Background: an optimization exercise with open tools, aiming at small area and few clock cycles per item. Do not read the settings as production practice. Function was checked by simulation only, so behaviour that the tests miss may differ from the original.

## flow/design.v (module list and top-level ports; edited modules follow where they fit)
// module hnem_front: 140 lines
// module hnem_pair: 75 lines
// module hnem_csa: 1627 lines
// module hnem_back: 128 lines
// module hsl_neighbor_edge_map: 140 lines
module hsl_neighbor_edge_map (
  input  logic          clk_i,
  input  logic          rst_ni,
  input  logic          pix_valid_i,
  output logic          pix_ready_o,
  input  logic [7:0]    pix_hue_i,
  input  logic [7:0]    pix_sat_i,
  input  logic [7:0]    pix_light_i,
  input  logic          pix_frame_end_i,
  input  logic          cfg_valid_i,
  output logic          cfg_ready_o,
  input  logic [2:0]    cfg_index_i,
  input  logic [17:0]   cfg_data_i,
  output logic          res_valid_o,
  input  logic          res_ready_i,
  output logic          res_edge_o,
  output logic [4:0]    res_col_o,
  output logic [9:0]    res_row_o,
  output logic          res_run_last_o,
  output logic          res_frame_done_o
);
  // ...
==> flow/flow/run.sh <==
#!/bin/bash
# Layout flow: the standard flow, except that the carry-save core of each neighbour-pair
# compare (module hnem_csa) is laid down as the cell netlist that flow/gen_csa.py writes
# (and-or-invert partial products and full adders) instead of being left to Yosys and ABC.
#
#  1. gen_csa.py writes hnem_csa as sky130 cells; Yosys proves it equal to the design's own
#     hnem_csa (SAT on a miter).
#  3. The standard synthesis runs again with hnem_csa as a black box, so every other part of
#     the design, registers included, is synthesized the way the standard flow does it.
#  4. Yosys puts the cell netlist in place of each black box and flattens it into the top.
#  5. regs.py gives each register the instance name it has in the reference (Yosys leaves a
#     few registers with numbered names) and checks that the registers, names and cell types,
#     are exactly the reference's.
set -euo pipefail

W=$PWD
RES=$W/orfs/results/$FLOW_PLATFORM/hsl_neighbor_edge_map/base
LIB=$FLOW_HOME/platforms/$FLOW_PLATFORM/lib/sky130_fd_sc_hd__tt_025C_1v80.lib

python3 flow/gen_csa.py cells > hnem_csa_cells.v 2> gen_csa.log

cat > csa_equiv.ys <<EOF
read_liberty -ignore_miss_func $LIB
read_verilog hnem_csa_cells.v
rename hnem_csa gate
read_verilog -sv $FLOW_DESIGN
rename hnem_csa gold
miter -equiv -flatten -make_outputs gold gate miter
hierarchy -top miter
sat -verify -prove trigger 0 miter
EOF

cat > csa_insert.ys <<EOF
read_liberty -lib $LIB
read_verilog hnem_csa_cells.v
read_verilog 1_2_yosys_blackbox.v
hierarchy -check -top $FLOW_TOP
flatten
opt_clean -purge
check -assert
stat -liberty $LIB
write_verilog -noattr -nohex -nodec 1_2_yosys_cells.v
EOF

bash standard.sh "$RES/1_2_yosys.v" > synth_ref.log 2>&1
cp "$RES/1_2_yosys.v" 1_2_yosys_ref.v
mv orfs orfs_ref

ok=0
if yosys -l csa_equiv.log -s csa_equiv.ys > csa_equiv.out 2>&1; then
  if bash standard.sh SYNTH_BLACKBOXES=hnem_csa "$RES/1_2_yosys.v" > synth.log 2>&1; then
    cp "$RES/1_2_yosys.v" 1_2_yosys_blackbox.v
    if yosys -l csa_insert.log -s csa_insert.ys > csa_insert.out 2>&1 &&
       python3 flow/regs.py 1_2_yosys_ref.v 1_2_yosys_cells.v 1_2_yosys_final.v > regs.log 2>&1; then
      ok=1
    fi
  fi
fi

if [[ $ok == 1 ]]; then
  cp 1_2_yosys_final.v "$RES/1_2_yosys.v"
else
  echo "cell netlist not used: laying out the standard synthesis" > fallback.log
  rm -rf orfs
  cp -a orfs_ref orfs
fi
touch "$RES/1_2_yosys.v"
bash standard.sh "${1:-finish}" > layout.log 2>&1
==> flow/flow/gen_csa.py <==
#!/usr/bin/env python3
"""Generates the neighbour-pair edge test.

  python3 gen_csa.py rtl   > hnem_queue.sv     (modules hnem_pair and hnem_csa, plain SystemVerilog)
  python3 gen_csa.py cells > hnem_csa_cells.v  (module hnem_csa as sky130_fd_sc_hd cells)

hnem_csa takes the two pixels, forms the channel distances (ripple subtraction, conditional
negation, hue fold), the radix-4 partial products of dh*hw + ds*sw + dl*lw (each base-4 digit
of a distance selects 0, w, 2w or 3w) and the threshold row {~thr, 8'b0}, and compresses them
with a Dadda tree of full adders to two rows. Every partial-product bit is produced inverted
(one and-or-invert gate); the tree runs on inverted bits (a full adder of inverted inputs gives
inverted outputs) and hands out the final two rows inverted, as the flat vector fb_n_o.
hnem_pair calls hnem_csa and adds the two rows: the edge hit is bit 26.
Both outputs describe the same gates, so the cell netlist can stand in for the RTL module."""
import sys

MODE = sys.argv[1] if len(sys.argv) > 1 else "rtl"
NB = 27

cols = [[] for _ in range(NB + 2)]
# nodes: list of (kind, output names, input names)
gates = []
decl = []
nid = [0]
def new(p="t"):
    nid[0] += 1
    return f"{p}{nid[0]}"

# Channel distances |a - b|: a ripple subtraction a + ~b + 1 (carry out: a >= b), then a
# conditional negation (each bit flips when a < b and a lower bit is set). The hue distance
# is folded: bits 6..0 flip when bit 7 is set (255 - d for d > 127).
for (c, lo) in (("h", 0), ("s", 8), ("l", 16)):
    a = [f"a_i[{lo+i}]" for i in range(8)]
    b = [f"b_i[{lo+i}]" for i in range(8)]
    d = [f"{c}_d{i}" for i in range(8)]
    cy = [None] + [f"{c}_c{i}" for i in range(1, 9)]
    decl += d + cy[1:]
    gates.append(("xor2", [d[0]], [a[0], b[0]]))
    gates.append(("or2b", [cy[1]], [a[0], b[0]]))
    for i in range(1, 8):
        nb = f"{c}_nb{i}"
        decl.append(nb)
        gates.append(("inv", [nb], [b[i]]))
        gates.append(("fa", [d[i], cy[i + 1]], [a[i], nb, cy[i]]))
    o = [None, d[0]]
    for i in range(2, 8):
        o.append(f"{c}_o{i}")
        decl.append(o[i])
        gates.append(("or2", [o[i]], [o[i - 1], d[i - 1]]))
    r = [d[0]] + [f"{c}_r{i}" for i in range(1, 8)]
    decl += r[1:]
    for i in range(1, 8):
        m = f"{c}_m{i}"
        decl.append(m)
        gates.append(("and2b", [m], [cy[8], o[i]]))
        gates.append(("xor2", [r[i]], [d[i], m]))
    if c == "h":
        for i in range(7):
            decl.append(f"dhf{i}")
            gates.append(("xor2", [f"dhf{i}"], [r[i], r[7]]))
    else:
        for i in range(8):
            decl.append(f"d{c}{i}")
            gates.append(("buf", [f"d{c}{i}"], [r[i]]))

chans = [("h", "dhf", 7, "hw_i", "hw3_i"), ("s", "ds", 8, "sw_i", "sw3_i"), ("l", "dl", 8, "lw_i", "lw3_i")]
for (c, d, nbits, wv, w3v) in chans:
    ndig = (nbits + 1) // 2
    for j in range(ndig):
        sh = 2 * j
        if 2 * j + 1 < nbits:
            s1, s2, s3 = f"{c}{j}_s1", f"{c}{j}_s2", f"{c}{j}_s3"
            d0, d1 = f"{d}{2*j}", f"{d}{2*j+1}"
            decl += [s1, s2, s3]
            gates.append(("and2b", [s1], [d1, d0]))   # ~d1 & d0
            gates.append(("and2b", [s2], [d0, d1]))   # ~d0 & d1
            gates.append(("and2", [s3], [d0, d1]))
            for k in range(18):
                o = f"{c}{j}_n{k}"
                decl.append(o)
                terms = []
                if k < 16: terms.append((s1, f"{wv}[{k}]"))
                if 1 <= k <= 16: terms.append((s2, f"{wv}[{k-1}]"))
                terms.append((s3, f"{w3v}[{k}]"))
                gates.append(("aoi", [o], terms))
                cols[sh + k].append(o)
        else:
            for k in range(16):
                o = f"{c}{j}_n{k}"
                decl.append(o)
                gates.append(("nand2", [o], [f"{d}{2*j}", f"{wv}[{k}]"]))
                cols[sh + k].append(o)
for k in range(18):
    cols[8 + k].append(f"thr_i[{k}]")   # inverted {~thr, 8'b0}

heights = [2]
while heights[-1] * 3 // 2 < max(len(c) for c in cols):
    heights.append(heights[-1] * 3 // 2)
for target in reversed(heights):
    newcols = [[] for _ in range(len(cols) + 1)]
    carry_in = [[] for _ in range(len(cols) + 1)]
    for i in range(len(cols)):
        bits = list(cols[i])
        out = carry_in[i]
        while len(bits) + len(out) > target:
            excess = len(bits) + len(out) - target
            if excess >= 2 and len(bits) >= 3:
                x, y, z = bits.pop(0), bits.pop(0), bits.pop(0)
                s, co = new(), new()
                decl += [s, co]
                gates.append(("fa", [s, co], [x, y, z]))
                out.append(s); carry_in[i + 1].append(co)
            elif len(bits) >= 2:
                x, y = bits.pop(0), bits.pop(0)
                s, co = new(), new()
                decl += [s, co]
                gates.append(("hai", [s, co], [x, y]))   # inverted-domain half adder
                out.append(s); carry_in[i + 1].append(co)
            else:
                break
        newcols[i] = bits + out
    newcols[len(cols)] = carry_in[len(cols)]
    cols = newcols
for i in range(NB, len(cols)):
    assert not cols[i], (i, cols[i])

fb = []      # (column, signal)
xmap, ymap = {}, {}
for i in range(NB):
    c = cols[i]
    assert len(c) <= 2
    if len(c) > 0:
        xmap[i] = len(fb); fb.append(c[0])
    if len(c) > 1:
        ymap[i] = len(fb); fb.append(c[1])
NF = len(fb)

PORTS = """(
  input  logic [23:0] a_i,
  input  logic [23:0] b_i,
  input  logic [15:0] hw_i,
  input  logic [15:0] sw_i,
  input  logic [15:0] lw_i,
  input  logic [17:0] hw3_i,
  input  logic [17:0] sw3_i,
  input  logic [17:0] lw3_i,
  input  logic [17:0] thr_i,
  output logic [%d:0] fb_n_o
);""" % (NF - 1)

L = []
w = L.append
if MODE == "rtl":
    w("// Generated by gen/gen_csa.py (see gen/README.md); the file keeps its historical name.")
    w("//")
    w("// hnem_pair: one neighbour-pair edge test. The pair differs when")
    w("// (dh*hw + ds*sw + dl*lw) >> 8 > thr, dh being the hue distance folded at 127; that is bit")
    w("// 26 of dh*hw + ds*sw + dl*lw + {~thr, 8'b0}. hnem_csa reduces the weighted sum and the")
    w("// threshold row to two rows (see gen/gen_csa.py); hnem_pair adds them.")
    w("module hnem_pair (")
    w("  input  logic [23:0] a_i,")
    w("  input  logic [23:0] b_i,")
    w("  input  logic [15:0] hw_i,")
    w("  input  logic [15:0] sw_i,")
    w("  input  logic [15:0] lw_i,")
    w("  input  logic [17:0] hw3_i,")
    w("  input  logic [17:0] sw3_i,")
    w("  input  logic [17:0] lw3_i,")
    w("  input  logic [17:0] thr_i,")
    w("  output logic        hit_o")
    w(");")
    w(f"  logic [{NF-1}:0] fb_n;")
    w(f"  logic [{NB-1}:0] xr, yr, tr;")
    w("  hnem_csa u_csa (")
    w("    .a_i (a_i), .b_i (b_i), .hw_i (hw_i), .sw_i (sw_i), .lw_i (lw_i),")
    w("    .hw3_i (hw3_i), .sw3_i (sw3_i), .lw3_i (lw3_i), .thr_i (thr_i), .fb_n_o (fb_n)")
    w("  );")
    for i in range(NB):
        w(f"  assign xr[{i}] = " + (f"~fb_n[{xmap[i]}];" if i in xmap else "1'b0;"))
        w(f"  assign yr[{i}] = " + (f"~fb_n[{ymap[i]}];" if i in ymap else "1'b0;"))
    w("  assign tr = xr + yr;")
    w(f"  assign hit_o = tr[{NB-1}];")
    w("endmodule")
    w("")
    w("module hnem_csa " + PORTS)
    for n in decl:
        w(f"  logic {n};")
    for (k, o, i) in gates:
        if k == "and2b":
            w(f"  assign {o[0]} = ~{i[0]} & {i[1]};")
        elif k == "and2":
            w(f"  assign {o[0]} = {i[0]} & {i[1]};")
        elif k == "nand2":
            w(f"  assign {o[0]} = ~({i[0]} & {i[1]});")
        elif k == "xor2":
            w(f"  assign {o[0]} = {i[0]} ^ {i[1]};")
        elif k == "or2":
            w(f"  assign {o[0]} = {i[0]} | {i[1]};")
        elif k == "or2b":
            w(f"  assign {o[0]} = {i[0]} | ~{i[1]};")
        elif k == "inv":
            w(f"  assign {o[0]} = ~{i[0]};")
        elif k == "buf":
            w(f"  assign {o[0]} = {i[0]};")
        elif k == "aoi":
            w(f"  assign {o[0]} = ~(" + " | ".join(f"({a} & {b})" for a, b in i) + ");")
        elif k == "fa":
            x, y, z = i
            w(f"  assign {o[0]} = {x} ^ {y} ^ {z};")
            w(f"  assign {o[1]} = ({x} & {y}) | ({x} & {z}) | ({y} & {z});")
        elif k == "hai":
            x, y = i
            w(f"  assign {o[0]} = ~({x} ^ {y});")
            w(f"  assign {o[1]} = {x} | {y};")
    for j, s in enumerate(fb):
        w(f"  assign fb_n_o[{j}] = {s};")
    w("endmodule")
else:
    P = "sky130_fd_sc_hd__"
    w("// Generated by gen_csa.py: hnem_csa as sky130_fd_sc_hd cells (same function as the RTL).")
    w("module hnem_csa (a_i, b_i, hw_i, sw_i, lw_i, hw3_i, sw3_i, lw3_i, thr_i, fb_n_o);")
    for nm, wd in (("a_i", 24), ("b_i", 24), ("hw_i", 16), ("sw_i", 16), ("lw_i", 16),
                   ("hw3_i", 18), ("sw3_i", 18), ("lw3_i", 18), ("thr_i", 18)):
        w(f"  input [{wd-1}:0] {nm};")
    w(f"  output [{NF-1}:0] fb_n_o;")
    for n in decl:
        w(f"  wire {n};")
    for gi, (k, o, i) in enumerate(gates):
        nm = f"g{gi}"
        if k == "and2b":
            w(f"  {P}and2b_1 {nm} (.A_N({i[0]}), .B({i[1]}), .X({o[0]}));")
        elif k == "and2":
            w(f"  {P}and2_1 {nm} (.A({i[0]}), .B({i[1]}), .X({o[0]}));")
        elif k == "nand2":
            w(f"  {P}nand2_1 {nm} (.A({i[0]}), .B({i[1]}), .Y({o[0]}));")
        elif k == "xor2":
            w(f"  {P}xor2_1 {nm} (.A({i[0]}), .B({i[1]}), .X({o[0]}));")
        elif k == "or2":
            w(f"  {P}or2_1 {nm} (.A({i[0]}), .B({i[1]}), .X({o[0]}));")
        elif k == "or2b":
            w(f"  {P}or2b_1 {nm} (.A({i[0]}), .B_N({i[1]}), .X({o[0]}));")
        elif k == "inv":
            w(f"  {P}inv_1 {nm} (.A({i[0]}), .Y({o[0]}));")
        elif k == "buf":
            w(f"  assign {o[0]} = {i[0]};")
        elif k == "aoi":
            if len(i) == 3:
                (a1, a2), (b1, b2), (c1, c2) = i
                w(f"  {P}a222oi_1 {nm} (.A1({a1}), .A2({a2}), .B1({b1}), .B2({b2}), .C1({c1}), .C2({c2}), .Y({o[0]}));")
            elif len(i) == 2:
                (a1, a2), (b1, b2) = i
                w(f"  {P}a22oi_1 {nm} (.A1({a1}), .A2({a2}), .B1({b1}), .B2({b2}), .Y({o[0]}));")
            else:
                (a1, a2), = i
                w(f"  {P}nand2_1 {nm} (.A({a1}), .B({a2}), .Y({o[0]}));")
        elif k == "fa":
            x, y, z = i
            w(f"  {P}fa_1 {nm} (.A({x}), .B({y}), .CIN({z}), .SUM({o[0]}), .COUT({o[1]}));")
        elif k == "hai":
            x, y = i
            w(f"  {P}xnor2_1 {nm}x (.A({x}), .B({y}), .Y({o[0]}));")
            w(f"  {P}or2_1 {nm}o (.A({x}), .B({y}), .X({o[1]}));")
    for j, s in enumerate(fb):
        w(f"  assign fb_n_o[{j}] = {s};")
    w("endmodule")
print("\n".join(L))
==> flow/flow/regs.py <==
#!/usr/bin/env python3
"""regs.py REF CAND OUT: give each register of netlist CAND the instance name that the
register driving the same Q net has in the reference netlist REF (the standard synthesis),
then check that CAND holds exactly REF's registers (names and cell types). Writes OUT and
exits 0 when they match, 1 otherwise."""
import re, sys

CELL = re.compile(r'^\s*(sky130_fd_sc_hd__\w+)\s+(\S+)\s*\((.*?)\);', re.S | re.M)
SEQ = re.compile(r'sky130_fd_sc_hd__(df|edf|sdf|dl)\w*')

def regs(text):
    out = {}
    for m in CELL.finditer(text):
        typ, name, body = m.groups()
        if not SEQ.match(typ):
            continue
        q = re.search(r'\.Q\(([^()]*)\)', body)
        out[name] = (typ, q.group(1).strip() if q else None, m.start(2), m.end(2))
    return out

ref_t = open(sys.argv[1]).read()
cand_t = open(sys.argv[2]).read()
ref = regs(ref_t)
cand = regs(cand_t)
ref_by_q = {}
for n, (t, q, _, _) in ref.items():
    ref_by_q.setdefault(q, []).append(n)

edits = []
for n, (t, q, s, e) in cand.items():
    if n in ref:
        continue
    names = ref_by_q.get(q, [])
    if len(names) == 1 and names[0] not in cand and not re.search(
            r'(?<![\w$\\])' + re.escape(names[0]) + r'(?![\w$])', cand_t):
        edits.append((s, e, names[0]))
for s, e, nm in sorted(edits, reverse=True):
    cand_t = cand_t[:s] + nm + " " + cand_t[e:]
print("renamed %d register(s)" % len(edits))
new = regs(cand_t)
ok = ({n: t for n, (t, *_) in new.items()} == {n: t for n, (t, *_) in ref.items()})
print("registers: %d in the layout netlist, %d in the reference, match: %s" % (len(new), len(ref), ok))
open(sys.argv[3], "w").write(cand_t)
sys.exit(0 if ok else 1)
==> flow/standard.sh <==
#!/bin/bash
# synth_recipe.tcl (not shown) runs the flow's synth.tcl, then flattens the netlist and writes it again
# the make line also repeats each setting of config.mk as NAME=value (left out here)
make -C /OpenROAD-flow-scripts/flow DESIGN_CONFIG=/design/flow/config.mk WORK_HOME=/design/flow/orfs CLKGATE_MAP_FILE= SYNTH_SCRIPT=/design/flow/synth_recipe.tcl "${@:-finish}"
==> flow/config.mk <==
export PLATFORM = sky130hd
export DESIGN_NAME = hsl_neighbor_edge_map
export DESIGN_NICKNAME = hsl_neighbor_edge_map
export VERILOG_FILES = /design/flow/design.v
export SDC_FILE = /design/flow/constraint.sdc
export NUM_CORES = 4
export LEC_CHECK = 0
export CAP_MARGIN = 20
export CELL_PAD_IN_SITES_DETAIL_PLACEMENT = 1
export CELL_PAD_IN_SITES_GLOBAL_PLACEMENT = 2
export CORE_MARGIN = 2
export CORE_UTILIZATION = 30
export PLACE_DENSITY = 0.45
export SLEW_MARGIN = 20
==> flow/constraint.sdc <==
create_clock -name core_clock -period 12.0 [get_ports {clk_i}]
set_input_delay 2.4000 -clock core_clock [delete_from_list [all_inputs] [get_ports {clk_i}]]
set_output_delay 2.4000 -clock core_clock [all_outputs]
set_load 0.01 [all_outputs]
==> qor.log, run 1 <==
qor: timing.post-route-period-util 95.2%
qor: worst_setup_path.reg2reg_setup_slack 0.58 ns
qor: layout.share_of_layout_cells_above_drive_strength_1 12.9%
qor: layout.area_dominant_class multi-input gates
qor: floorplanning.placementRows 179
qor: layout.num-clock-buffers 151
qor: timing.timing.final.hold_violations 0
qor: layout.clk_share 4.65%
qor: floorplanning.fp.dieArea 0.242 sq mm
qor: worst_setup_path.criticalPathCategory reg2reg
qor: drt.routed_wl 324000 microns
qor: placement.place.gp.congestion 0.924
qor: layout.stdcell_area 0.0824 sq mm
qor: layout.n_fill_cell 24650
qor: clock_tree.clock_sink_count 1035
qor: logic_synthesis.post_synth.cell_area_avg 13.7 sq um
qor: timing.report.final.slew_viol_count 0
qor: timing.finalCriticalPeriod 11.42 ns
qor: timing.achievable-frequency 0.0876 GHz
qor: layout.finalCoreUtilization 34.7%
qor: logic_synthesis.synthesis.area 0.0714 sq mm
qor: drt.drt-vias-per-instance 6.01
qor: outcome.outcome finished clean
qor: floorplanning.n_tap_cell 3167
qor: layout.post_layout_nets 6615
qor: clock_tree.tritoncts_buffers 119
qor: layout.largest_reg_flops 336
qor: drt.routed-wl-met3 32300 microns
qor: placement.detailed_place.area 0.0784 sq mm
qor: drt.drt-wirelength-per-cell 36.6 microns
qor: grt.grt.busiest_layer met2
qor: worst_setup_path.cpLargestDelayFamily adder cells
qor: worst_setup_path.cp.depth 29
qor: grt.largest_net_degree_at_the_start_of_global_routing 177
Testbench counts, summed over its fixed seeds: cycles 8,472, items 8,192.
==> module hnem_front, before the edit <==
module hnem_front (
  input  logic                             clk_i,
  input  logic                             rst_ni,
  input  logic                             pix_valid_i,
  output logic                             pix_ready_o,
  input  logic [hnem_pkg::PixW-1:0]        pix_i,
  input  logic                             frame_end_i,
  input  logic [hnem_pkg::ThrW-1:0]        thr_i,
  input  logic [hnem_pkg::WeightW-1:0]     hw_i,
  input  logic [hnem_pkg::WeightW-1:0]     sw_i,
  input  logic [hnem_pkg::WeightW-1:0]     lw_i,
  input  logic [hnem_pkg::Weight3W-1:0]    hw3_i,
  input  logic [hnem_pkg::Weight3W-1:0]    sw3_i,
  input  logic [hnem_pkg::Weight3W-1:0]    lw3_i,
  input  logic [hnem_pkg::ColW-1:0]        wm1_i,
  input  logic [hnem_pkg::ColW-1:0]        rem_i,
  input  logic                             use14_i,
  input  logic                             w1_i,
  input  logic                             w2_i,
  input  logic                             rot_ok_i,
  output logic                             acc_o,
  output logic [hnem_pkg::ColW-1:0]        col_o,
  output logic                             row_end_o,
  output logic                             frame_end_o,
  output logic                             hit_left_o,
  output logic                             hit_up_o,
  output logic                             hit_ul_o,
  output logic                             hit_ur_o
);
  localparam int unsigned PixW = hnem_pkg::PixW;
  localparam int unsigned ColW = hnem_pkg::ColW;
  logic            v_q;
  logic [PixW-1:0] cur_q;
  logic            fe_q;
  logic [ColW-1:0] col_q;
  logic            above_q;
  logic [PixW-1:0] left_q;
  logic [PixW-1:0] up_q;
  logic [PixW-1:0] ul_q;
  logic [PixW-1:0] ur_q;
  logic [PixW-1:0] seg1_q;
  logic [PixW-1:0] seg2_q [2];
  logic [PixW-1:0] seg4_q [4];
  logic [PixW-1:0] seg8_q [8];
  logic [PixW-1:0] seg14_q [14];
  logic            accept;
  logic            row_end;
  logic            has_left;
  logic            has_right;
  logic [PixW-1:0] o1, o2, o4, o8, o14;
  logic [PixW-1:0] ur_next;
  logic            h_left, h_up, h_ul, h_ur;
  assign row_end     = (col_q == wm1_i) || fe_q;
  assign accept      = v_q && (rot_ok_i || !row_end);
  assign pix_ready_o = !v_q || accept;
  assign has_left    = col_q != '0;
  assign has_right   = col_q != wm1_i;
  always_ff @(posedge clk_i or negedge rst_ni) begin
    if (!rst_ni) begin
      v_q <= 1'b0;
    end else if (pix_valid_i && pix_ready_o) begin
      v_q <= 1'b1;
    end else if (accept) begin
      v_q <= 1'b0;
    end
  end
  always_ff @(posedge clk_i) begin
    if (pix_valid_i && pix_ready_o) begin
      cur_q <= pix_i;
      fe_q  <= frame_end_i;
    end
  end
  assign o1      = rem_i[0] ? seg1_q : left_q;
  assign o2      = rem_i[1] ? seg2_q[1] : o1;
  assign o4      = rem_i[2] ? seg4_q[3] : o2;
  assign o8      = rem_i[3] ? seg8_q[7] : o4;
  assign o14     = use14_i ? seg14_q[13] : o8;
  assign ur_next = w2_i ? cur_q : o14;
  always_ff @(posedge clk_i) begin
    if (accept) begin
      left_q <= cur_q;
      ur_q   <= ur_next;
      up_q   <= ur_q;
      ul_q   <= up_q;
      seg1_q <= left_q;
      seg2_q[0] <= o1;
      seg2_q[1] <= seg2_q[0];
      seg4_q[0] <= o2;
      for (int i = 1; i < 4; i++) seg4_q[i] <= seg4_q[i-1];
      seg8_q[0] <= o4;
      for (int i = 1; i < 8; i++) seg8_q[i] <= seg8_q[i-1];
      seg14_q[0] <= o8;
      for (int i = 1; i < 14; i++) seg14_q[i] <= seg14_q[i-1];
    end
  end
  always_ff @(posedge clk_i or negedge rst_ni) begin
    if (!rst_ni) begin
      col_q   <= '0;
      above_q <= 1'b0;
    end else if (accept) begin
      if (fe_q) begin
        col_q   <= '0;
        above_q <= 1'b0;
      end else if (row_end) begin
        col_q   <= '0;
        above_q <= 1'b1;
      end else begin
        col_q <= col_q + ColW'(1);
      end
    end
  end
  hnem_pair u_left (
    .a_i (cur_q), .b_i (left_q),
    .hw_i (hw_i), .sw_i (sw_i), .lw_i (lw_i), .hw3_i (hw3_i), .sw3_i (sw3_i), .lw3_i (lw3_i),
    .thr_i (thr_i), .hit_o (h_left)
  );
  hnem_pair u_up (
    .a_i (cur_q), .b_i (up_q),
    .hw_i (hw_i), .sw_i (sw_i), .lw_i (lw_i), .hw3_i (hw3_i), .sw3_i (sw3_i), .lw3_i (lw3_i),
    .thr_i (thr_i), .hit_o (h_up)
  );
  hnem_pair u_ul (
    .a_i (cur_q), .b_i (ul_q),
    .hw_i (hw_i), .sw_i (sw_i), .lw_i (lw_i), .hw3_i (hw3_i), .sw3_i (sw3_i), .lw3_i (lw3_i),
    .thr_i (thr_i), .hit_o (h_ul)
  );
  hnem_pair u_ur (
    .a_i (cur_q), .b_i (ur_q),
    .hw_i (hw_i), .sw_i (sw_i), .lw_i (lw_i), .hw3_i (hw3_i), .sw3_i (sw3_i), .lw3_i (lw3_i),
    .thr_i (thr_i), .hit_o (h_ur)
  );
  assign acc_o       = accept;
  assign col_o       = col_q;
  assign row_end_o   = row_end;
  assign frame_end_o = fe_q;
  assign hit_left_o  = h_left && has_left;
  assign hit_up_o    = (w1_i ? h_left : h_up) && above_q;
  assign hit_ul_o    = h_ul && above_q && has_left;
  assign hit_ur_o    = h_ur && above_q && has_right;
endmodule
==> module hnem_back, before the edit <==
module hnem_back (
  input  logic                       clk_i,
  input  logic                       rst_ni,
  input  logic [hnem_pkg::ColW-1:0]  wm1_i,
  input  logic                       acc_i,
  input  logic [hnem_pkg::ColW-1:0]  col_i,
  input  logic                       row_end_i,
  input  logic                       frame_end_i,
  input  logic                       hit_left_i,
  input  logic                       hit_up_i,
  input  logic                       hit_ul_i,
  input  logic                       hit_ur_i,
  output logic                       rot_ok_o,
  output logic                       res_valid_o,
  input  logic                       res_ready_i,
  output logic                       res_edge_o,
  output logic [hnem_pkg::ColW-1:0]  res_col_o,
  output logic [hnem_pkg::RowOutW-1:0] res_row_o,
  output logic                       res_run_last_o,
  output logic                       res_frame_done_o
);
  localparam int unsigned ColW    = hnem_pkg::ColW;
  localparam int unsigned NumCols = hnem_pkg::MaxColsDef;
  logic [NumCols-1:0] bank_q [3];
  logic [2:0]         last_q;
  logic [ColW-1:0]    endc_q [3];
  logic [1:0]         cb_q;
  logic [1:0]         ob_q;
  logic [ColW-1:0]    ocol_q;
  logic [hnem_pkg::RowOutW-1:0] orow_q;
  function automatic logic [1:0] inc3(input logic [1:0] b);
    inc3 = (b == 2'd2) ? 2'd0 : b + 2'd1;
  endfunction
  logic [1:0]         cb_n;
  logic [1:0]         pb;
  logic [1:0]         ob_n;
  logic               any_hit;
  logic [NumCols-1:0] cdec;
  logic [NumCols-1:0] wr_curr;
  logic [NumCols-1:0] set_prev;
  logic [NumCols-1:0] bank_d;
  logic [2:0]         is_curr;
  logic [2:0]         is_prev;
  logic               valid;
  logic               fire;
  logic               at_end;
  assign cb_n    = inc3(cb_q);
  assign pb      = inc3(cb_n);
  assign ob_n    = inc3(ob_q);
  assign any_hit = hit_left_i || hit_up_i || hit_ul_i || hit_ur_i;
  assign rot_ok_o = ob_q != cb_n;
  always_comb begin
    cdec = '0;
    cdec[col_i] = 1'b1;
    wr_curr  = cdec | ((cdec >> 1) & {NumCols{hit_left_i}});
    set_prev = (cdec & {NumCols{hit_up_i}}) | ((cdec >> 1) & {NumCols{hit_ul_i}}) |
               ((cdec << 1) & {NumCols{hit_ur_i}});
    bank_d   = ~cdec | {NumCols{any_hit}};
    for (int b = 0; b < 3; b++) begin
      is_curr[b] = acc_i && (cb_q == 2'(b));
      is_prev[b] = acc_i && (pb == 2'(b));
    end
  end
  always_ff @(posedge clk_i) begin
    for (int b = 0; b < 3; b++) begin
      for (int k = 0; k < NumCols; k++) begin
        if ((is_curr[b] && wr_curr[k]) || (is_prev[b] && set_prev[k])) begin
          bank_q[b][k] <= bank_d[k];
        end
      end
    end
    if (acc_i && frame_end_i) begin
      endc_q[cb_q] <= col_i;
    end
  end
  always_ff @(posedge clk_i or negedge rst_ni) begin
    if (!rst_ni) begin
      last_q <= '0;
      cb_q   <= '0;
    end else if (acc_i && row_end_i) begin
      cb_q         <= cb_n;
      last_q[cb_q] <= frame_end_i;
      last_q[cb_n] <= 1'b0;
    end
  end
  always_comb begin
    if (ob_q == cb_q) begin
      valid = 1'b0;
    end else if (ob_q == pb) begin
      valid = last_q[ob_q] || ({1'b0, ocol_q} + 6'd1 < {1'b0, col_i});
    end else begin
      valid = 1'b1;
    end
    at_end = last_q[ob_q] && (ocol_q == endc_q[ob_q]);
    if (last_q[ob_q]) begin
      res_run_last_o = at_end;
    end else if (last_q[ob_n]) begin
      res_run_last_o = {1'b0, ocol_q} + 6'd1 < {1'b0, endc_q[ob_n]};
    end else begin
      res_run_last_o = {1'b0, ocol_q} + 6'd1 != {1'b0, wm1_i};
    end
  end
  assign fire             = valid && res_ready_i;
  assign res_valid_o      = valid;
  assign res_edge_o       = bank_q[ob_q][ocol_q];
  assign res_col_o        = ocol_q;
  assign res_row_o        = orow_q;
  assign res_frame_done_o = at_end;
  always_ff @(posedge clk_i or negedge rst_ni) begin
    if (!rst_ni) begin
      ob_q   <= '0;
      ocol_q <= '0;
      orow_q <= '0;
    end else if (fire) begin
      if (at_end) begin
        ob_q   <= ob_n;
        ocol_q <= '0;
        orow_q <= '0;
      end else if (ocol_q == wm1_i) begin
        ob_q   <= ob_n;
        ocol_q <= '0;
        orow_q <= orow_q + 1'b1;
      end else begin
        ocol_q <= ocol_q + 1'b1;
      end
    end
  end
endmodule
==> module hsl_neighbor_edge_map, before the edit <==
module hsl_neighbor_edge_map (
  input  logic          clk_i,
  input  logic          rst_ni,
  input  logic          pix_valid_i,
  output logic          pix_ready_o,
  input  logic [7:0]    pix_hue_i,
  input  logic [7:0]    pix_sat_i,
  input  logic [7:0]    pix_light_i,
  input  logic          pix_frame_end_i,
  input  logic          cfg_valid_i,
  output logic          cfg_ready_o,
  input  logic [2:0]    cfg_index_i,
  input  logic [17:0]   cfg_data_i,
  output logic          res_valid_o,
  input  logic          res_ready_i,
  output logic          res_edge_o,
  output logic [4:0]    res_col_o,
  output logic [9:0]    res_row_o,
  output logic          res_run_last_o,
  output logic          res_frame_done_o
);
  localparam int unsigned ColW = hnem_pkg::ColW;
  logic [hnem_pkg::ThrW-1:0]     edge_threshold_q;
  logic [hnem_pkg::WeightW-1:0]  hue_weight_q;
  logic [hnem_pkg::WeightW-1:0]  saturation_weight_q;
  logic [hnem_pkg::WeightW-1:0]  lightness_weight_q;
  logic [ColW-1:0]               wm1_q;
  logic [ColW-1:0]               rem_q;
  logic                          use14_q;
  logic                          w1_q;
  logic                          w2_q;
  logic [ColW-1:0]               wm1_d;
  logic [hnem_pkg::Weight3W-1:0] hw3, sw3, lw3;
  logic                          rot_ok;
  logic                          acc;
  logic [ColW-1:0]               col;
  logic                          row_end;
  logic                          frame_end;
  logic                          hit_left, hit_up, hit_ul, hit_ur;
  assign cfg_ready_o = 1'b1;
  always_ff @(posedge clk_i or negedge rst_ni) begin
    if (!rst_ni) begin
      edge_threshold_q    <= hnem_pkg::ThrReset;
      hue_weight_q        <= hnem_pkg::WeightReset;
      saturation_weight_q <= hnem_pkg::WeightReset;
      lightness_weight_q  <= hnem_pkg::WeightReset;
      wm1_q               <= ColW'(hnem_pkg::WidthReset - 6'd1);
    end else if (cfg_valid_i && cfg_ready_o) begin
      case (cfg_index_i)
        hnem_pkg::REG_EDGE_THRESHOLD: begin
          edge_threshold_q <= cfg_data_i[hnem_pkg::ThrW-1:0];
        end
        hnem_pkg::REG_HUE_WEIGHT: begin
          hue_weight_q <= cfg_data_i[hnem_pkg::WeightW-1:0];
        end
        hnem_pkg::REG_SATURATION_WEIGHT: begin
          saturation_weight_q <= cfg_data_i[hnem_pkg::WeightW-1:0];
        end
        hnem_pkg::REG_LIGHTNESS_WEIGHT: begin
          lightness_weight_q <= cfg_data_i[hnem_pkg::WeightW-1:0];
        end
        hnem_pkg::REG_FRAME_WIDTH: begin
          wm1_q <= wm1_d;
        end
        default: begin
        end
      endcase
    end
  end
  always_comb begin
    if (cfg_data_i[hnem_pkg::WidthW-1:0] == '0) begin
      wm1_d = '0;
    end else if (cfg_data_i[hnem_pkg::WidthW-1:0] > 6'd32) begin
      wm1_d = 5'd31;
    end else begin
      wm1_d = ColW'(cfg_data_i[hnem_pkg::WidthW-1:0] - 6'd1);
    end
  end
  always_ff @(posedge clk_i) begin
    use14_q <= wm1_q >= ColW'(16);
    rem_q   <= (wm1_q >= ColW'(16)) ? wm1_q - ColW'(16) : wm1_q - ColW'(2);
    w1_q    <= wm1_q == ColW'(0);
    w2_q    <= wm1_q == ColW'(1);
  end
  always_comb begin
    hw3 = {2'b00, hue_weight_q} + {1'b0, hue_weight_q, 1'b0};
    sw3 = {2'b00, saturation_weight_q} + {1'b0, saturation_weight_q, 1'b0};
    lw3 = {2'b00, lightness_weight_q} + {1'b0, lightness_weight_q, 1'b0};
  end
  hnem_front u_front (
    .clk_i       (clk_i),
    .rst_ni      (rst_ni),
    .pix_valid_i (pix_valid_i),
    .pix_ready_o (pix_ready_o),
    .pix_i       ({pix_light_i, pix_sat_i, pix_hue_i}),
    .frame_end_i (pix_frame_end_i),
    .thr_i       (edge_threshold_q),
    .hw_i        (hue_weight_q),
    .sw_i        (saturation_weight_q),
    .lw_i        (lightness_weight_q),
    .hw3_i       (hw3),
    .sw3_i       (sw3),
    .lw3_i       (lw3),
    .wm1_i       (wm1_q),
    .rem_i       (rem_q),
    .use14_i     (use14_q),
    .w1_i        (w1_q),
    .w2_i        (w2_q),
    .rot_ok_i    (rot_ok),
    .acc_o       (acc),
    .col_o       (col),
    .row_end_o   (row_end),
    .frame_end_o (frame_end),
    .hit_left_o  (hit_left),
    .hit_up_o    (hit_up),
    .hit_ul_o    (hit_ul),
    .hit_ur_o    (hit_ur)
  );
  hnem_back u_back (
    .clk_i            (clk_i),
    .rst_ni           (rst_ni),
    .wm1_i            (wm1_q),
    .acc_i            (acc),
    .col_i            (col),
    .row_end_i        (row_end),
    .frame_end_i      (frame_end),
    .hit_left_i       (hit_left),
    .hit_up_i         (hit_up),
    .hit_ul_i         (hit_ul),
    .hit_ur_i         (hit_ur),
    .rot_ok_o         (rot_ok),
    .res_valid_o      (res_valid_o),
    .res_ready_i      (res_ready_i),
    .res_edge_o       (res_edge_o),
    .res_col_o        (res_col_o),
    .res_row_o        (res_row_o),
    .res_run_last_o   (res_run_last_o),
    .res_frame_done_o (res_frame_done_o)
  );
endmodule
==> run 2, diff against run 1 <==
--- a/flow/design.v
+++ b/flow/design.v
@@ -41,3 +41,5 @@
   input  logic                             w2_i,
+  input  logic                             wr_ok_i,
   input  logic                             rot_ok_i,
+  input  logic                             fe_ok_i,
   output logic                             acc_o,
@@ -75,3 +77,3 @@
   assign row_end     = (col_q == wm1_i) || fe_q;
-  assign accept      = v_q && (rot_ok_i || !row_end);
+  assign accept      = v_q && wr_ok_i && (rot_ok_i || !row_end) && (fe_ok_i || !fe_q);
   assign pix_ready_o = !v_q || accept;
@@ -1876,3 +1878,5 @@
   input  logic                       hit_ur_i,
+  output logic                       wr_ok_o,
   output logic                       rot_ok_o,
+  output logic                       fe_ok_o,
   output logic                       res_valid_o,
@@ -1887,15 +1891,11 @@
   localparam int unsigned NumCols = hnem_pkg::MaxColsDef;
-  logic [NumCols-1:0] bank_q [3];
-  logic [2:0]         last_q;
-  logic [ColW-1:0]    endc_q [3];
-  logic [1:0]         cb_q;
-  logic [1:0]         ob_q;
+  logic [NumCols-1:0] bank_q [2];
+  logic               fe_pend_q;
+  logic               lb_q;
+  logic [ColW-1:0]    endc_q;
+  logic               cb_q;
+  logic               ob_q;
+  logic [1:0]         lag_q;
   logic [ColW-1:0]    ocol_q;
   logic [hnem_pkg::RowOutW-1:0] orow_q;
-  function automatic logic [1:0] inc3(input logic [1:0] b);
-    inc3 = (b == 2'd2) ? 2'd0 : b + 2'd1;
-  endfunction
-  logic [1:0]         cb_n;
-  logic [1:0]         pb;
-  logic [1:0]         ob_n;
   logic               any_hit;
@@ -1905,4 +1905,4 @@
   logic [NumCols-1:0] bank_d;
-  logic [2:0]         is_curr;
-  logic [2:0]         is_prev;
+  logic [1:0]         is_curr;
+  logic [1:0]         is_prev;
   logic               valid;
@@ -1910,7 +1910,11 @@
   logic               at_end;
-  assign cb_n    = inc3(cb_q);
-  assign pb      = inc3(cb_n);
-  assign ob_n    = inc3(ob_q);
-  assign any_hit = hit_left_i || hit_up_i || hit_ul_i || hit_ur_i;
-  assign rot_ok_o = ob_q != cb_n;
+  logic               next_row;
+  logic               is_last;
+  logic               nxt_last;
+  logic               rot;
+  assign any_hit  = hit_left_i || hit_up_i || hit_ul_i || hit_ur_i;
+  assign wr_ok_o  = (lag_q != 2'd2) || (col_i < ocol_q);
+  assign rot_ok_o = lag_q != 2'd2;
+  assign fe_ok_o  = !fe_pend_q;
+  assign rot      = acc_i && row_end_i;
   always_comb begin
@@ -1922,5 +1926,5 @@
     bank_d   = ~cdec | {NumCols{any_hit}};
-    for (int b = 0; b < 3; b++) begin
-      is_curr[b] = acc_i && (cb_q == 2'(b));
-      is_prev[b] = acc_i && (pb == 2'(b));
+    for (int b = 0; b < 2; b++) begin
+      is_curr[b] = acc_i && (cb_q == 1'(b));
+      is_prev[b] = acc_i && (cb_q != 1'(b));
     end
@@ -1928,3 +1932,3 @@
   always_ff @(posedge clk_i) begin
-    for (int b = 0; b < 3; b++) begin
+    for (int b = 0; b < 2; b++) begin
       for (int k = 0; k < NumCols; k++) begin
@@ -1935,5 +1939,2 @@
     end
-    if (acc_i && frame_end_i) begin
-      endc_q[cb_q] <= col_i;
-    end
   end
@@ -1941,8 +1942,23 @@
     if (!rst_ni) begin
-      last_q <= '0;
-      cb_q   <= '0;
-    end else if (acc_i && row_end_i) begin
-      cb_q         <= cb_n;
-      last_q[cb_q] <= frame_end_i;
-      last_q[cb_n] <= 1'b0;
+      cb_q      <= 1'b0;
+      lag_q     <= 2'd0;
+      fe_pend_q <= 1'b0;
+      lb_q      <= 1'b0;
+      endc_q    <= '0;
+    end else begin
+      if (rot) begin
+        cb_q <= !cb_q;
+      end
+      if (rot && !(fire && next_row)) begin
+        lag_q <= lag_q + 2'd1;
+      end else if (!rot && fire && next_row) begin
+        lag_q <= lag_q - 2'd1;
+      end
+      if (acc_i && frame_end_i) begin
+        fe_pend_q <= 1'b1;
+        lb_q      <= cb_q;
+        endc_q    <= col_i;
+      end else if (fire && at_end) begin
+        fe_pend_q <= 1'b0;
+      end
     end
@@ -1950,6 +1966,8 @@
   always_comb begin
-    if (ob_q == cb_q) begin
+    is_last  = fe_pend_q && (ob_q == lb_q);
+    nxt_last = fe_pend_q && (ob_q != lb_q);
+    if (lag_q == 2'd0) begin
       valid = 1'b0;
-    end else if (ob_q == pb) begin
-      valid = last_q[ob_q] || ({1'b0, ocol_q} + 6'd1 < {1'b0, col_i});
+    end else if (lag_q == 2'd1) begin
+      valid = is_last || ({1'b0, ocol_q} + 6'd1 < {1'b0, col_i});
     end else begin
@@ -1957,7 +1975,8 @@
     end
-    at_end = last_q[ob_q] && (ocol_q == endc_q[ob_q]);
-    if (last_q[ob_q]) begin
+    at_end   = is_last && (ocol_q == endc_q);
+    next_row = at_end || (ocol_q == wm1_i);
+    if (is_last) begin
       res_run_last_o = at_end;
-    end else if (last_q[ob_n]) begin
-      res_run_last_o = {1'b0, ocol_q} + 6'd1 < {1'b0, endc_q[ob_n]};
+    end else if (nxt_last) begin
+      res_run_last_o = {1'b0, ocol_q} + 6'd1 < {1'b0, endc_q};
     end else begin
@@ -1974,3 +1993,3 @@
     if (!rst_ni) begin
-      ob_q   <= '0;
+      ob_q   <= 1'b0;
       ocol_q <= '0;
@@ -1979,3 +1998,3 @@
       if (at_end) begin
-        ob_q   <= ob_n;
+        ob_q   <= !ob_q;
         ocol_q <= '0;
@@ -1983,3 +2002,3 @@
       end else if (ocol_q == wm1_i) begin
-        ob_q   <= ob_n;
+        ob_q   <= !ob_q;
         ocol_q <= '0;
@@ -2025,3 +2044,5 @@
   logic [hnem_pkg::Weight3W-1:0] hw3, sw3, lw3;
+  logic                          wr_ok;
   logic                          rot_ok;
+  logic                          fe_ok;
   logic                          acc;
@@ -2100,3 +2121,5 @@
     .w2_i        (w2_q),
+    .wr_ok_i     (wr_ok),
     .rot_ok_i    (rot_ok),
+    .fe_ok_i     (fe_ok),
     .acc_o       (acc),
@@ -2122,3 +2145,5 @@
     .hit_ur_i         (hit_ur),
+    .wr_ok_o          (wr_ok),
     .rot_ok_o         (rot_ok),
+    .fe_ok_o          (fe_ok),
     .res_valid_o      (res_valid_o),
==> run 2 against run 1 <==
Still clean on timing, DRC and antenna; core utilization about the same; design area fell by 3.9%; highest routed layer unchanged; die area down 3.6%; via count down 6.3%; non-clock buffer count down 32; count of clock-buffer cells in the layout shrank 16.
==> qor.log, run 2 <==
qor: outcome.outcome finished clean [unchanged]
qor: grt.largest_net_degree_at_the_start_of_global_routing 188 [was 177]
qor: drt.drt-vias-per-instance 5.95 [was 6.01]
qor: grt.grt_remaining_overflow 0 [unchanged]
qor: clock_tree.root_buffer sky130_fd_sc_hd__clkbuf_16 [unchanged]
qor: floorplanning.placeable_area 0.228 sq mm [was 0.237 sq mm]
qor: layout.largestRegisters u_front.seg14_q (336), u_front.seg8_q (192), u_front.seg4_q (96) [was u_front.seg14_q (336), u_front.seg8_q (192)]
qor: logic_synthesis.yosys_warnings 8 [unchanged]
qor: layout.stdcell_area 0.0791 sq mm [was 0.0824 sq mm]
qor: floorplanning.placementRows 175 [was 179]
qor: timing.clock_skew 0.0777 ns [was 0.0956 ns]
qor: grt.grt_antenna_before_repair 14 [was 28]
qor: worst_setup_path.criticalPathCategory reg2reg [unchanged]
qor: layout.syn_to_final_growth 15.0% [was 15.4%]
qor: timing.finalCriticalPeriod 11.57 ns [was 11.42 ns]
qor: layout.post_layout_nets 6299 [was 6615]
qor: layout.final_cell_mix sky130_fd_sc_hd__edfxtp_1, sky130_fd_sc_hd__fa_1, sky130_fd_sc_hd__a222oi_1 [unchanged]
qor: floorplanning.design.portCount 72 [unchanged]
qor: clock_tree.clkSlewWorstSetupHoldPaths 0.06 ns [about the same]
qor: floorplanning.die_h 483 microns [was 492 microns]
qor: clock_tree.clock_path_buffers 3 [unchanged]
qor: layout.regMostFlops u_front.seg14_q [unchanged]
qor: drt.drt_pass1_iterations 17 [unchanged]
qor: worst_setup_path.critical_path.endpoint_type flop [unchanged]
qor: floorplanning.die_width 483 microns [was 492 microns]
qor: timing.timing.final.hold_violations 0 [unchanged]
qor: logic_synthesis.synthesis.area 0.0688 sq mm [was 0.0714 sq mm]
qor: placement.place.gp.congestion 0.883 [was 0.924]
qor: timing.max_slew_margin 18.8% [was 16.6%]
qor: drt.drt-wirelength-per-cell 35.7 microns [was 36.6 microns]
qor: timing.report.final.slew_viol_count 0 [unchanged]
qor: clock_tree.clock_sink_count 992 [was 1035]
qor: worst_setup_path.cp_common_cell sky130_fd_sc_hd__fa_1 [unchanged]
qor: layout.largest_reg_flops 336 [unchanged]
qor: clock_tree.worstSkewPairLatency 0.83 ns [about the same]
qor: flow_run.cap_viol_max_count 0 [unchanged]
qor: clock_tree.ctsHtreeMaxLevel 3 [unchanged]
qor: worst_hold_path.worst_hold_class reg2reg [unchanged]
qor: drt.routed_wl 299000 microns [was 324000 microns]
qor: logic_synthesis.post_synth.cell_area_avg 14.1 sq um [was 13.7 sq um]
qor: timing.tightest_slew 1.21 ns [was 1.25 ns]
qor: layout.n_fill_cell 23691 [was 24650]
qor: layout.finalCoreUtilization 34.8% [was 34.7%]
qor: drt.ant_nets 0 [unchanged]
qor: timing.post-route-period-util 96.4% [was 95.2%]
qor: floorplanning.fp.dieArea 0.233 sq mm [was 0.242 sq mm]
qor: drt.route.vias.total 49869 [was 53217]
qor: worst_setup_path.timing.reg2reg.worst_path_depth 31 [was 29]
qor: worst_setup_path.regToRegStartpoint u_front.cur_q[0]$_DFFE_PP_ [unchanged]
qor: worst_setup_path.crit_startpoint u_front.cur_q[0]$_DFFE_PP_ [unchanged]
qor: timing.final-setup-viol-count 0 [unchanged]
qor: timing.achievable-frequency 0.0864 GHz [was 0.0876 GHz]
qor: worst_setup_path.worst_path_max_delay_cell sky130_fd_sc_hd__fa_1 [was sky130_fd_sc_hd__a2111oi_0]
qor: layout.share_of_layout_cells_above_drive_strength_1 13.1% [was 12.9%]
qor: layout.leading_cell_type_in_the_layout_fill_and_taps_excluded sky130_fd_sc_hd__edfxtp_1 [unchanged]
qor: floorplanning.start_util 30.2% [was 30.1%]
qor: worst_setup_path.critical_path.max_stage_delay 0.59 ns [was 0.66 ns]
qor: grt.first_global_vias 53048 [was 55724]
qor: worst_setup_path.cp_data_arrival_time 12.06 ns [was 11.88 ns]
qor: worst_setup_path.startpoint_type flop [unchanged]
qor: placement.detailed_place.area 0.0753 sq mm [was 0.0784 sq mm]
qor: placement.placement.io_buffers 70 [unchanged]
qor: logic_synthesis.syn_nets 5931 [was 6238]
qor: clock_tree.tritoncts_buffers 113 [was 119]
qor: worst_setup_path.critPathMaxFanout 12 [was 23]
qor: drt.detailedRoute.firstIterationViolations 9466 [was 9764]
qor: clock_tree.cts_tree yes [unchanged]
qor: placement.post-dp-hpwl 208000 microns [was 225000 microns]
qor: worst_setup_path.regToRegEndpoint u_back.bank_q[1][14]$_DFFE_PP_ [was u_back.bank_q[1][20]$_DFFE_PP_]
qor: timing.setup_tns 0 ns [unchanged]
qor: grt.grt_use_total 25.4% [was 26.2%]
qor: worst_setup_path.reg2reg_setup_slack 0.43 ns [was 0.58 ns]
qor: worst_setup_path.timing.critical_path.to u_back.bank_q[1][14]$_DFFE_PP_ [was u_back.bank_q[1][20]$_DFFE_PP_]
qor: logic_synthesis.synthesis.instances 4896 [was 5203]
qor: worst_setup_path.critical_path_required 12.48 ns [was 12.46 ns]
qor: grt.wire_length_of_the_first_global_routing_pass 417000 microns [was 451000 microns]
qor: drt.post-route-drc-count 0 [unchanged]
qor: timing.rsz0062_at_grt no [unchanged]
==> run 2: per-stage QoR <==
stage | setup slack [ns] | instances | hold slack, ns
after global routing | 0.0140 | 8371 | 0.387
after detailed placement | 0.499 | 8157 | 0.405
after CTS | 0.462 | 8369 | 0.365
final | 0.427 | 8381 | 0.379
after global placement | 0.626 | 8157 | 0.400
after floorplan | -2.04 | 4896 | 0.400
==> run 2: area by class of cell <==
class,instances,area (sq um),area share [%]
sequential,992,29200,36.9
timing repair buffer,343,2820,3.56
antenna,11,27.5,0.0348
clock buffer,135,2910,3.68
clock inverter,77,885,1.12
inverter,338,1270,1.61
tap,3009,3760,4.76
multi-input combinational,3476,38200,48.3
==> run 2: what timing repair did <==
item                       CTS  global route
setup endpoints to repair    0            14
setup buffers                0             0
gates resized for setup      0             2
hold buffers                 0             0
==> run 2: worst min path at each step <==
stage                                      startpoint                                end  slack (ns)  cells after the start
floorplan             u_front.seg14_q[9][0]$_DFFE_PP_   u_front.seg14_q[10][0]$_DFFE_PP_        0.40                      0
global placement      u_front.seg14_q[8][4]$_DFFE_PP_    u_front.seg14_q[9][4]$_DFFE_PP_        0.40                      0
detailed placement  u_front.seg14_q[11][22]$_DFFE_PP_  u_front.seg14_q[12][22]$_DFFE_PP_        0.41                      0
CTS                   u_front.seg8_q[0][17]$_DFFE_PP_    u_front.seg8_q[1][17]$_DFFE_PP_        0.37                      0
global route          u_front.seg8_q[0][17]$_DFFE_PP_    u_front.seg8_q[1][17]$_DFFE_PP_        0.39                      0
finish                u_front.seg8_q[0][17]$_DFFE_PP_    u_front.seg8_q[1][17]$_DFFE_PP_        0.38                      0
==> run 2: critical path: cells and delay by family, from the launching register on <==
| family | cells | cell delay (ns) |
|---|---|---|
| AND/OR/NAND/NOR | 9 | 2.75 |
| flip-flops | 1 | 0.55 |
| adder cells (fa/ha/maj) | 13 | 5.67 |
| XOR/XNOR | 2 | 0.43 |
| buffers and inverters | 4 | 0.78 |
| AO/OA/AOI/OAI | 3 | 1.06 |
==> run 2: routing by layer <==
| metal | wire length, microns | GRT usage, % | vias up |
|---|---|---|---|
| li1 | - | - | 20176 |
| met1 | 125000 | 33.9 | 26672 |
| met2 | 135000 | 39.2 | 2459 |
| met3 | 23100 | 5.36 | 558 |
| met4 | 16000 | 12.1 | 4 |
| met5 | 153 | 0.429 | - |
Testbench counts of run 2, summed over its fixed seeds: cycles 8,472, items 8,192.

[separate check: timing with driven ports]
The flow's constraints put no driver on any port. The routed layouts listed below were extracted and timed again, unchanged, in two steps.
Step 1 sets driving cells, clkbuf_16 on the clock port and buf_2 on the other inputs (assumed; they add their load-dependent delay and slew).
Step 2 also shifts input and output timing later by t, the mid clock arrival at the registers, as if the neighbouring blocks saw the same clock.
a / b / c = no drivers / after step 1 / after step 2; a / b = the first two.
| run | shift t [ns] | setup slack, ns | worst hold slack (ns) | latest minus earliest clock arrival (ns) | worst slew at a driven data input, ns |
|---|---|---|---|---|---|
| run 1 | 0.871 | 0.579 / 0.579 / 0.579 | 0.364 / 0.364 / 0.364 | 0.103 / 0.103 | 0.13 |
| run 2 | 0.865 | 0.427 / 0.427 / 0.427 | 0.379 / 0.379 / 0.379 | 0.078 / 0.078 | 0.10 |
After both steps every run listed still meets setup and hold.
